This design comes from an exercise in tuning for a short achievable clock period and few clock cycles on the open sky130 flow, not from production work. Function was checked by simulation only, so behaviour that the tests miss may differ from the original. No activity file was given, so power comes from the tool's default toggle rates.

==> run a: inputs <==
==> flow/design.v (excerpt) <==
module lc4_core (
   input  logic                   gwe,
   input  logic                   i_rst_n,
   output logic [16-1:0] o_imem_addr,
   input  logic [16-1:0] i_imem_data,
   output logic [16-1:0] o_dmem_addr,
   output logic                   o_dmem_we,
   output logic [16-1:0] o_dmem_wdata,
   input  logic [16-1:0] i_dmem_rdata,
   output logic                   o_wb_valid,
   output logic [16-1:0] o_wb_pc,
   output logic [16-1:0] o_wb_insn,
   output logic                   o_wb_we,
   output lc4_pipe_pkg::rsel_t                  o_wb_wsel,
   output logic [16-1:0] o_wb_data,
   output lc4_pipe_pkg::stall_t                 o_wb_stall
);
   localparam int W = 16;
   localparam int H = W / 2;
   logic [W-1:0] pc_q;
   logic         tk_q, c9_q, s9_q;           
   logic         fix_q, fix_inc;             
   logic [W-1:0] rf [8];
   logic [2:0]   nzp_q;                      
   logic         a_valid, a_alu, a_ld, a_st, a_we, a_and, a_sub, a_const;
   logic         a_rr, a_imm, a_chk, a_chk_late, a_pred, a_inc, a_dec;
   logic         a_fa1, a_fa2m, a_fa2l, a_fb1, a_fb2m, a_fb2l;
   logic         a_fah, a_fbh, a_fsm, a_fsl, a_pa, a_pb;
   logic [2:0]   a_wsel, a_rs, a_rt, a_mask, a_knzp;
   logic [H-1:0] a_alo, a_blo, a_bimm_hi;
   logic [8:0]   a_tlo;
   logic [W-1:0] a_pc, a_insn, a_next;
   logic         b_valid, b_alu, b_ld, b_st, b_we, b_and, b_sub, b_const;
   logic         b_chk, b_pred, b_c8, b_fah, b_fbh, b_fsm, b_fsl;
   logic [2:0]   b_wsel, b_mask, b_knzp;
   logic [H-1:0] b_lo, b_ahi, b_bhi;
   logic [W-1:0] b_sdata, b_pc, b_insn, b_next, b_target;
   logic         m_valid, m_we, m_ld, m_st;
   logic [2:0]   m_wsel;
   logic [W-1:0] m_res, m_sdata, m_pc, m_insn;
   logic [W-1:0] ld_data;
   assign ld_data = i_dmem_rdata;
   logic [2:0] nzp;
   assign nzp = nzp_q;
   logic         m_wr;
   logic [W-1:0] m_val;
  ...
clock: 5.3 ns
lec_check: 0
cap_margin: 20
core_margin: 2
core_utilization: 40
place_density: 0.6
setup_slack_margin: 2.8
slew_margin: 20
run.sh (not shown) runs the stock make flow with config.mk's settings and CLKGATE_MAP_FILE= SYNTH_SCRIPT=/design/flow/synth_recipe.tcl, a recipe that flattens the netlist after the stock synthesis.
==> inputs of run b, as changes to run a <==
--- a/flow/design.v
+++ b/flow/design.v
@@ -77,10 +77,11 @@
    parameter int N = 8
 ) (
    input  logic [N-1:0] i_a,
    input  logic [N-1:0] i_b,
    input  logic         i_c,
+   input  logic         i_and,
    output logic [N-1:0] o_sum,
    output logic         o_c
 );
    localparam int M = N + 1;
    localparam int L = $clog2(M);
@@ -106,11 +107,11 @@
             end
          end
       end
       c[0] = 1'b0;
       for (int i = 1; i < M; i++) c[i] = tr[i-1] & h[L][i-1];
-      o_sum = x[M-1:1] ^ c[M-1:1];
+      o_sum = (i_and ? g[M-1:1] : x[M-1:1]) ^ (c[M-1:1] & {N{!i_and}});
       o_c   = tr[M-1] & h[L][M-1];
    end
 endmodule
 `default_nettype wire
 `default_nettype none
@@ -130,28 +131,31 @@
    output lc4_pipe_pkg::rsel_t                  o_wb_wsel,
    output logic [16-1:0] o_wb_data,
    output lc4_pipe_pkg::stall_t                 o_wb_stall
 );
    localparam int W = 16;
-   localparam int H = W / 2;
+   localparam int LO = 6;           
+   localparam int HI = W - LO;      
    logic [W-1:0] pc_q;
    logic         tk_q, c9_q, s9_q;           
    logic         fix_q, fix_inc;             
    logic [W-1:0] rf [8];
    logic [2:0]   nzp_q;                      
    logic         a_valid, a_alu, a_ld, a_st, a_we, a_and, a_sub, a_const;
    logic         a_rr, a_imm, a_chk, a_chk_late, a_pred, a_inc, a_dec;
    logic         a_fa1, a_fa2m, a_fa2l, a_fb1, a_fb2m, a_fb2l;
    logic         a_fah, a_fbh, a_fsm, a_fsl, a_pa, a_pb;
    logic [2:0]   a_wsel, a_rs, a_rt, a_mask, a_knzp;
-   logic [H-1:0] a_alo, a_blo, a_bimm_hi;
+   logic [LO-1:0] a_alo, a_blo;
+   logic [HI-1:0] a_bimm_hi;
    logic [8:0]   a_tlo;
    logic [W-1:0] a_pc, a_insn, a_next;
    logic         b_valid, b_alu, b_ld, b_st, b_we, b_and, b_sub, b_const;
-   logic         b_chk, b_pred, b_c8, b_fah, b_fbh, b_fsm, b_fsl;
+   logic         b_chk, b_pred, b_cl, b_fah, b_fbh, b_fsm, b_fsl;
    logic [2:0]   b_wsel, b_mask, b_knzp;
-   logic [H-1:0] b_lo, b_ahi, b_bhi;
+   logic [LO-1:0] b_lo;
+   logic [HI-1:0] b_ahi, b_bhi;
    logic [W-1:0] b_sdata, b_pc, b_insn, b_next, b_target;
    logic         m_valid, m_we, m_ld, m_st;
    logic [2:0]   m_wsel;
    logic [W-1:0] m_res, m_sdata, m_pc, m_insn;
    logic [W-1:0] ld_data;
@@ -204,29 +208,29 @@
    assign p_hit_a_rs = a_valid && a_we && p_rs == a_wsel;
    assign p_hit_a_rt = a_valid && a_we && p_rt == a_wsel;
    assign p_hit_a_rd = a_valid && a_we && p_rd == a_wsel;
    assign p_hit_b_rs = b_valid && b_we && p_rs == b_wsel;
    assign p_hit_b_rt = b_valid && b_we && p_rt == b_wsel;
-   logic [H-1:0] p_rs_lo, p_rt_lo;
-   assign p_rs_lo = (m_wr && m_wsel == p_rs) ? m_val[H-1:0] : rf[p_rs][H-1:0];
-   assign p_rt_lo = (m_wr && m_wsel == p_rt) ? m_val[H-1:0] : rf[p_rt][H-1:0];
+   logic [LO-1:0] p_rs_lo, p_rt_lo;
+   assign p_rs_lo = (m_wr && m_wsel == p_rs) ? m_val[LO-1:0] : rf[p_rs][LO-1:0];
+   assign p_rt_lo = (m_wr && m_wsel == p_rt) ? m_val[LO-1:0] : rf[p_rt][LO-1:0];
    logic p_fa1, p_fa2, p_fb1, p_fb2;
    assign p_fa1 = p_rd_rs && p_hit_a_rs;
    assign p_fa2 = p_rd_rs && !p_hit_a_rs && p_hit_b_rs;
    assign p_fb1 = p_rd_rt && p_hit_a_rt;
    assign p_fb2 = p_rd_rt && !p_hit_a_rt && p_hit_b_rt;
-   logic [H-1:0] p_alo, p_blo;
+   logic [LO-1:0] p_alo, p_blo;
    always_comb begin
       p_alo = (p_const || p_fa1 || p_fa2) ? '0 : p_rs_lo;
       if (p_rd_rt)  p_blo = (p_fb1 || p_fb2) ? '0 : p_sub ? ~p_rt_lo : p_rt_lo;
-      else          p_blo = p_immv[H-1:0];
+      else          p_blo = p_immv[LO-1:0];
    end
    logic [W-1:0] p_next;
    logic [9:0]   p_lo;
    logic         p_inc, p_dec;
    assign p_next = pc_q + W'(1);
-   lc4_add #(.N(9)) u_add_tgt (.i_a(pc_q[8:0]), .i_b(iw[8:0]), .i_c(1'b1),
+   lc4_add #(.N(9)) u_add_tgt (.i_a(pc_q[8:0]), .i_b(iw[8:0]), .i_c(1'b1), .i_and(1'b0),
                                .o_sum(p_lo[8:0]), .o_c(p_lo[9]));
    assign p_inc  = p_lo[9] && !iw[8];       
    assign p_dec  = !p_lo[9] && iw[8];       
    logic [2:0] p_knzp;
    assign p_knzp = iw[8] ? 3'b100 : (iw[8:0] == 9'd0) ? 3'b010 : 3'b001;
@@ -362,35 +366,35 @@
       a_mask    <= p_mask;
       a_pred    <= p_taken;
       a_inc     <= p_inc;
       a_dec     <= p_dec;
       a_tlo     <= p_lo[8:0];
-      a_bimm_hi <= p_immv[W-1:H];
+      a_bimm_hi <= p_immv[W-1:LO];
       a_pc      <= pc_q;
       a_insn    <= iw;
       a_next    <= p_next;
    end
-   logic [H-1:0] a_x, a_y, a_subm;
-   logic [H:0]   a_sum;
-   logic [H-1:0] a_res;
-   assign a_subm = {H{a_sub}};
-   assign a_x = a_alo | (b_lo & {H{a_fa1}}) | (m_res[H-1:0] & {H{a_fa2m}}) |
-                (ld_data[H-1:0] & {H{a_fa2l}});
-   assign a_y = a_blo | ((b_lo ^ a_subm) & {H{a_fb1}}) |
-                ((m_res[H-1:0] ^ a_subm) & {H{a_fb2m}}) |
-                ((ld_data[H-1:0] ^ a_subm) & {H{a_fb2l}});
-   lc4_add #(.N(H)) u_add_lo (.i_a(a_x), .i_b(a_y), .i_c(a_sub),
-                              .o_sum(a_sum[H-1:0]), .o_c(a_sum[H]));
-   assign a_res = a_and ? (a_x & a_y) : a_sum[H-1:0];
+   logic [LO-1:0] a_x, a_y, a_subm;
+   logic [LO:0]   a_sum;
+   logic [LO-1:0] a_res;
+   assign a_subm = {LO{a_sub}};
+   assign a_x = a_alo | (b_lo & {LO{a_fa1}}) | (m_res[LO-1:0] & {LO{a_fa2m}}) |
+                (ld_data[LO-1:0] & {LO{a_fa2l}});
+   assign a_y = a_blo | ((b_lo ^ a_subm) & {LO{a_fb1}}) |
+                ((m_res[LO-1:0] ^ a_subm) & {LO{a_fb2m}}) |
+                ((ld_data[LO-1:0] ^ a_subm) & {LO{a_fb2l}});
+   lc4_add #(.N(LO)) u_add_lo (.i_a(a_x), .i_b(a_y), .i_c(a_sub), .i_and(a_and),
+                              .o_sum(a_sum[LO-1:0]), .o_c(a_sum[LO]));
+   assign a_res = a_sum[LO-1:0];
    logic [W-1:0] a_rs_v, a_rt_v, a_rd_v;
    assign a_rs_v = (m_wr && m_wsel == a_rs) ? m_val : rf[a_rs];
    assign a_rt_v = (m_wr && m_wsel == a_rt) ? m_val : rf[a_rt];
    assign a_rd_v = (m_wr && m_wsel == a_wsel) ? m_val : rf[a_wsel];
-   logic [H-1:0] a_ahi, a_bhi;
+   logic [HI-1:0] a_ahi, a_bhi;
    always_comb begin
-      a_ahi = (a_const || a_fah) ? '0 : a_rs_v[W-1:H];
-      if (a_rr)  a_bhi = a_fbh ? '0 : a_sub ? ~a_rt_v[W-1:H] : a_rt_v[W-1:H];
+      a_ahi = (a_const || a_fah) ? '0 : a_rs_v[W-1:LO];
+      if (a_rr)  a_bhi = a_fbh ? '0 : a_sub ? ~a_rt_v[W-1:LO] : a_rt_v[W-1:LO];
       else       a_bhi = a_bimm_hi;
    end
    always_ff @(posedge gwe) begin
       if (!i_rst_n || !a_go) begin
          b_valid <= 1'b0;
@@ -414,11 +418,11 @@
       b_const  <= a_const;
       b_knzp   <= a_knzp;
       b_wsel   <= a_wsel;
       b_mask   <= a_mask;
       b_pred   <= a_pred;
-      b_c8     <= a_sum[H];
+      b_cl     <= a_sum[LO];
       b_lo     <= a_res;
       b_ahi    <= a_ahi;
       b_bhi    <= a_bhi;
       b_fah    <= a_fah;
       b_fbh    <= a_fbh;
@@ -428,24 +432,24 @@
       b_pc     <= a_pc;
       b_insn   <= a_insn;
       b_next   <= a_next;
       b_target <= a_target;
    end
-   logic [H-1:0] b_x, b_y, b_subm, b_sum, b_hi;
+   logic [HI-1:0] b_x, b_y, b_subm, b_sum, b_hi;
    logic [W-1:0] b_sd;
-   assign b_subm = {H{b_sub}};
-   assign b_x  = b_ahi | (m_res[W-1:H] & {H{b_fah}});
-   assign b_y  = b_bhi | ((m_res[W-1:H] ^ b_subm) & {H{b_fbh}});
+   assign b_subm = {HI{b_sub}};
+   assign b_x  = b_ahi | (m_res[W-1:LO] & {HI{b_fah}});
+   assign b_y  = b_bhi | ((m_res[W-1:LO] ^ b_subm) & {HI{b_fbh}});
    logic b_co;
-   lc4_add #(.N(H)) u_add_hi (.i_a(b_x), .i_b(b_y), .i_c(b_c8),
+   lc4_add #(.N(HI)) u_add_hi (.i_a(b_x), .i_b(b_y), .i_c(b_cl), .i_and(b_and),
                               .o_sum(b_sum), .o_c(b_co));
-   assign b_hi = b_and ? (b_x & b_y) : b_sum;
+   assign b_hi = b_sum;
    assign b_sd = b_sdata | (m_res & {W{b_fsm}}) | (ld_data & {W{b_fsl}});
    logic b_zero;
    assign b_zero = (b_lo == '0) &&
                    (b_and ? ((b_x & b_y) == '0)
-                          : ((b_x ^ b_y) == {b_x[H-2:0] | b_y[H-2:0], b_c8}));
+                          : ((b_x ^ b_y) == {b_x[HI-2:0] | b_y[HI-2:0], b_cl}));
    always_ff @(posedge gwe) begin
       if (!i_rst_n) begin
          m_valid <= 1'b0;
          m_we    <= 1'b0;
          m_ld    <= 1'b0;
@@ -478,17 +482,39 @@
    end
    always_ff @(posedge gwe) begin
       if (!i_rst_n) begin
          nzp_q <= 3'b000;
       end else if (b_valid && b_alu) begin
-         nzp_q <= {b_hi[H-1], b_zero, !b_hi[H-1] && !b_zero};
+         nzp_q <= {b_hi[HI-1], b_zero, !b_hi[HI-1] && !b_zero};
       end
    end
-   assign o_wb_valid = m_valid;
-   assign o_wb_pc    = m_pc;
-   assign o_wb_insn  = m_insn;
-   assign o_wb_we    = m_wr;
-   assign o_wb_wsel  = m_wsel;
-   assign o_wb_data  = m_val;
+   logic         ret_w, ret_w_d;    
+   logic         o_valid_q, o_we_q;
+   logic [2:0]   o_wsel_q;
+   logic [W-1:0] o_pc_q, o_insn_q, w_data;
+   assign ret_w_d = ret_w ? m_valid : (m_valid && m_ld);
+   always_ff @(posedge gwe) begin
+      if (!i_rst_n) begin
+         ret_w     <= 1'b0;
+         o_valid_q <= 1'b0;
+         o_we_q    <= 1'b0;
+      end else begin
+         ret_w     <= ret_w_d;
+         o_valid_q <= ret_w_d ? m_valid : (b_valid && !b_ld);
+         o_we_q    <= ret_w_d ? m_wr    : (b_valid && b_we && !b_ld);
+      end
+   end
+   always_ff @(posedge gwe) begin
+      o_wsel_q <= ret_w_d ? m_wsel : b_wsel;
+      o_pc_q   <= ret_w_d ? m_pc   : b_pc;
+      o_insn_q <= ret_w_d ? m_insn : b_insn;
+      w_data   <= m_val;
+   end
+   assign o_wb_valid = o_valid_q;
+   assign o_wb_pc    = o_pc_q;
+   assign o_wb_insn  = o_insn_q;
+   assign o_wb_we    = o_we_q;
+   assign o_wb_wsel  = o_wsel_q;
+   assign o_wb_data  = ret_w ? w_data : m_res;
    assign o_wb_stall = 2'd0;
 endmodule
 `default_nettype wire
==> inputs of run c, as changes to run a <==
--- a/flow/design.v
+++ b/flow/design.v
@@ -80,38 +80,32 @@
    input  logic [N-1:0] i_b,
    input  logic         i_c,
    output logic [N-1:0] o_sum,
    output logic         o_c
 );
-   localparam int M = N + 1;
-   localparam int L = $clog2(M);
-   logic [M-1:0] h [L+1];     
-   logic [M-1:0] t [L+1];     
-   logic [M-1:0] a, b, g, tr, x, c;
+   localparam int L = $clog2(N);
+   logic [N-1:0] g [L+1];
+   logic [N-1:0] p [L+1];
+   logic [N-1:0] x;
    always_comb begin
-      a  = {i_a, i_c};
-      b  = {i_b, i_c};
-      g  = a & b;
-      tr = a | b;
-      x  = a ^ b;
-      h[0] = g;
-      t[0] = tr;
+      x    = i_a ^ i_b;
+      g[0] = i_a & i_b;
+      p[0] = x;
+      g[0][0] = (i_a[0] & i_b[0]) | (x[0] & i_c);
       for (int l = 1; l <= L; l++) begin
-         for (int i = 0; i < M; i++) begin
+         for (int i = 0; i < N; i++) begin
             if (i >= (1 << (l - 1))) begin
-               h[l][i] = h[l-1][i] | (t[l-1][i-1] & h[l-1][i - (1 << (l - 1))]);
-               t[l][i] = t[l-1][i] & t[l-1][i - (1 << (l - 1))];
+               g[l][i] = g[l-1][i] | (p[l-1][i] & g[l-1][i - (1 << (l - 1))]);
+               p[l][i] = p[l-1][i] & p[l-1][i - (1 << (l - 1))];
             end else begin
-               h[l][i] = h[l-1][i];
-               t[l][i] = t[l-1][i];
+               g[l][i] = g[l-1][i];
+               p[l][i] = p[l-1][i];
             end
          end
       end
-      c[0] = 1'b0;
-      for (int i = 1; i < M; i++) c[i] = tr[i-1] & h[L][i-1];
-      o_sum = x[M-1:1] ^ c[M-1:1];
-      o_c   = tr[M-1] & h[L][M-1];
+      o_sum = x ^ {g[L][N-2:0], i_c};
+      o_c   = g[L][N-1];
    end
 endmodule
 `default_nettype wire
 `default_nettype none
 module lc4_core (
@@ -132,12 +126,11 @@
    output lc4_pipe_pkg::stall_t                 o_wb_stall
 );
    localparam int W = 16;
    localparam int H = W / 2;
    logic [W-1:0] pc_q;
-   logic         tk_q, c9_q, s9_q;           
-   logic         fix_q, fix_inc;             
+   logic         fix_q, fix_inc, fix_dec;    
    logic [W-1:0] rf [8];
    logic [2:0]   nzp_q;                      
    logic         a_valid, a_alu, a_ld, a_st, a_we, a_and, a_sub, a_const;
    logic         a_rr, a_imm, a_chk, a_chk_late, a_pred, a_inc, a_dec;
    logic         a_fa1, a_fa2m, a_fa2l, a_fb1, a_fb2m, a_fb2l;
@@ -149,17 +142,21 @@
    logic         b_valid, b_alu, b_ld, b_st, b_we, b_and, b_sub, b_const;
    logic         b_chk, b_pred, b_c8, b_fah, b_fbh, b_fsm, b_fsl;
    logic [2:0]   b_wsel, b_mask, b_knzp;
    logic [H-1:0] b_lo, b_ahi, b_bhi;
    logic [W-1:0] b_sdata, b_pc, b_insn, b_next, b_target;
-   logic         m_valid, m_we, m_ld, m_st;
+   logic         m_valid, m_we, m_ld, m_st, m_flag, m_zero;
    logic [2:0]   m_wsel;
    logic [W-1:0] m_res, m_sdata, m_pc, m_insn;
+   logic         w_valid, w_we;
+   logic [2:0]   w_wsel;
+   logic [W-1:0] w_data, w_pc, w_insn;
    logic [W-1:0] ld_data;
    assign ld_data = i_dmem_rdata;
-   logic [2:0] nzp;
-   assign nzp = nzp_q;
+   logic [2:0] m_nzp, nzp;
+   assign m_nzp = {m_res[W-1], m_zero, !m_res[W-1] && !m_zero};
+   assign nzp   = (m_valid && m_flag) ? m_nzp : nzp_q;
    logic         m_wr;
    logic [W-1:0] m_val;
    assign m_wr  = m_valid && m_we;
    assign m_val = m_ld ? ld_data : m_res;
    logic [W-1:0] iw;
@@ -266,13 +263,11 @@
    assign a_wait = a_valid && (a_pa || a_pb);
    logic p_go, a_go;
    assign p_go = p_valid && !a_wait && !a_mis && !b_mis;
    assign a_go = a_valid && !a_wait && !b_mis;
    logic [6:0] fix_hi;
-   assign fix_q   = tk_q && (c9_q != s9_q);
-   assign fix_inc = c9_q;
-   assign fix_hi  = fix_inc ? pc_q[W-1:9] + 7'd1 : pc_q[W-1:9] - 7'd1;
+   assign fix_hi = fix_inc ? pc_q[W-1:9] + 7'd1 : pc_q[W-1:9] - 7'd1;
    logic         pc_use_alt;
    logic [W-1:0] pc_alt;
    always_comb begin
       pc_use_alt = b_mis || a_mis || fix_q || a_wait;
       if (b_mis)       pc_alt = b_act ? b_target : b_next;
@@ -286,18 +281,18 @@
       else if (p_taken)    pc_q <= {pc_q[W-1:9], p_lo[8:0]};
       else                 pc_q <= p_next;
    end
    always_ff @(posedge gwe) begin
       if (!i_rst_n) begin
-         tk_q <= 1'b0;
+         fix_q <= 1'b0;
       end else begin
-         tk_q <= p_go && p_taken;
+         fix_q <= p_go && p_taken && (p_inc || p_dec);
       end
    end
    always_ff @(posedge gwe) begin
-      c9_q  <= p_lo[9];
-      s9_q  <= iw[8];
+      fix_inc <= p_inc;
+      fix_dec <= p_dec;
    end
    always_ff @(posedge gwe) begin
       if (!i_rst_n || (!p_go && !a_wait)) begin
          a_valid    <= 1'b0;
          a_alu      <= 1'b0;
@@ -448,20 +443,23 @@
       if (!i_rst_n) begin
          m_valid <= 1'b0;
          m_we    <= 1'b0;
          m_ld    <= 1'b0;
          m_st    <= 1'b0;
+         m_flag  <= 1'b0;
       end else begin
          m_valid <= b_valid;
          m_we    <= b_valid && b_we;
          m_ld    <= b_valid && b_ld;
          m_st    <= b_valid && b_st;
+         m_flag  <= b_valid && b_alu;
       end
    end
    always_ff @(posedge gwe) begin
       m_wsel  <= b_wsel;
       m_res   <= {b_hi, b_lo};
+      m_zero  <= b_zero;
       m_sdata <= b_sd;
       m_pc    <= b_pc;
       m_insn  <= b_insn;
    end
    assign o_dmem_addr  = m_res;
@@ -477,18 +475,33 @@
       end
    end
    always_ff @(posedge gwe) begin
       if (!i_rst_n) begin
          nzp_q <= 3'b000;
-      end else if (b_valid && b_alu) begin
-         nzp_q <= {b_hi[H-1], b_zero, !b_hi[H-1] && !b_zero};
+      end else if (m_valid && m_flag) begin
+         nzp_q <= m_nzp;
       end
    end
-   assign o_wb_valid = m_valid;
-   assign o_wb_pc    = m_pc;
-   assign o_wb_insn  = m_insn;
-   assign o_wb_we    = m_wr;
-   assign o_wb_wsel  = m_wsel;
-   assign o_wb_data  = m_val;
+   always_ff @(posedge gwe) begin
+      if (!i_rst_n) begin
+         w_valid <= 1'b0;
+         w_we    <= 1'b0;
+      end else begin
+         w_valid <= m_valid;
+         w_we    <= m_wr;
+      end
+   end
+   always_ff @(posedge gwe) begin
+      w_wsel <= m_wsel;
+      w_data <= m_val;
+      w_pc   <= m_pc;
+      w_insn <= m_insn;
+   end
+   assign o_wb_valid = w_valid;
+   assign o_wb_pc    = w_pc;
+   assign o_wb_insn  = w_insn;
+   assign o_wb_we    = w_we;
+   assign o_wb_wsel  = w_wsel;
+   assign o_wb_data  = w_data;
    assign o_wb_stall = 2'd0;
 endmodule
 `default_nettype wire
==> qor summary <==
quantity	run a	run b	run c
Comb. pwr	1.12 mW	1.13 mW	0.916 mW
Number of fill cells	4,595	5,141	4,882
Post-DR wirelength/cell	22.9 um	23.2 um	23.0 um
Post-detail-place hpwl	46,000 um	51,700 um	49,100 um
Worst setup endpoint	o_wb_data[5]	o_wb_data[1]	pc_q[9]$_SDFFE_PN1P_
Hold path startpoint	b_insn[6]$_DFF_P_	a_pc[4]$_DFFE_PN_	b_pc[6]$_DFF_P_
Reported clock group power	3.33 mW	4.03 mW	3.76 mW
Result of the run	timing/DRC/antenna clean	timing/DRC/antenna clean	timing/DRC/antenna clean
Global-route wire length before repair	105,000 um	116,000 um	111,000 um
Worst-case vdd ir drop	0.254 mV	0.231 mV	0.248 mV
Area post-placement	23,300 um2	25,000 um2	24,100 um2
Post-route clock period utilization	53.2%	51.5%	53.1%
Global-route met1 utilization	33.4%	35.7%	36.9%
Testbench counts of run a, summed over its fixed seeds: cycles 8,733.
Testbench counts of run b, summed over its fixed seeds: cycles 8,823.
Testbench counts of run c, summed over its fixed seeds: cycles 8,861.

[re-timing with driven ports]
In the flow no input, the clock included, has a driving cell. The finished layouts below were timed again as built, in two steps.
Step 1, drivers: a clkbuf_16 drives gwe and a buf_2 each remaining input, both assumed.
Step 2 moves the port delays by t, midway between the first and last clock arrival at a register: inputs arrive t later, outputs are due t later. That takes back most of the time a late clock gives input paths.
a / b / c = ideal / step 1 / step 2; a / b = the first two.
run	t, ns	slack for setup (ns)	hold slack, ns	worst register clock-pin slew, ns
run a	0.631	2.478 / 2.422 / 1.967	0.324 / 0.324 / 0.324	0.07 / 0.07
run b	0.677	2.570 / 2.513 / 2.066	0.340 / 0.340 / 0.340	0.07 / 0.07
run c	0.671	2.483 / 2.483 / 1.899	0.309 / 0.309 / 0.309	0.07 / 0.07
After both steps setup and hold are still met in every run listed. The setup slack of run c, which loses most, moves by 0.000 ns with the drivers and by -0.584 ns with both steps.
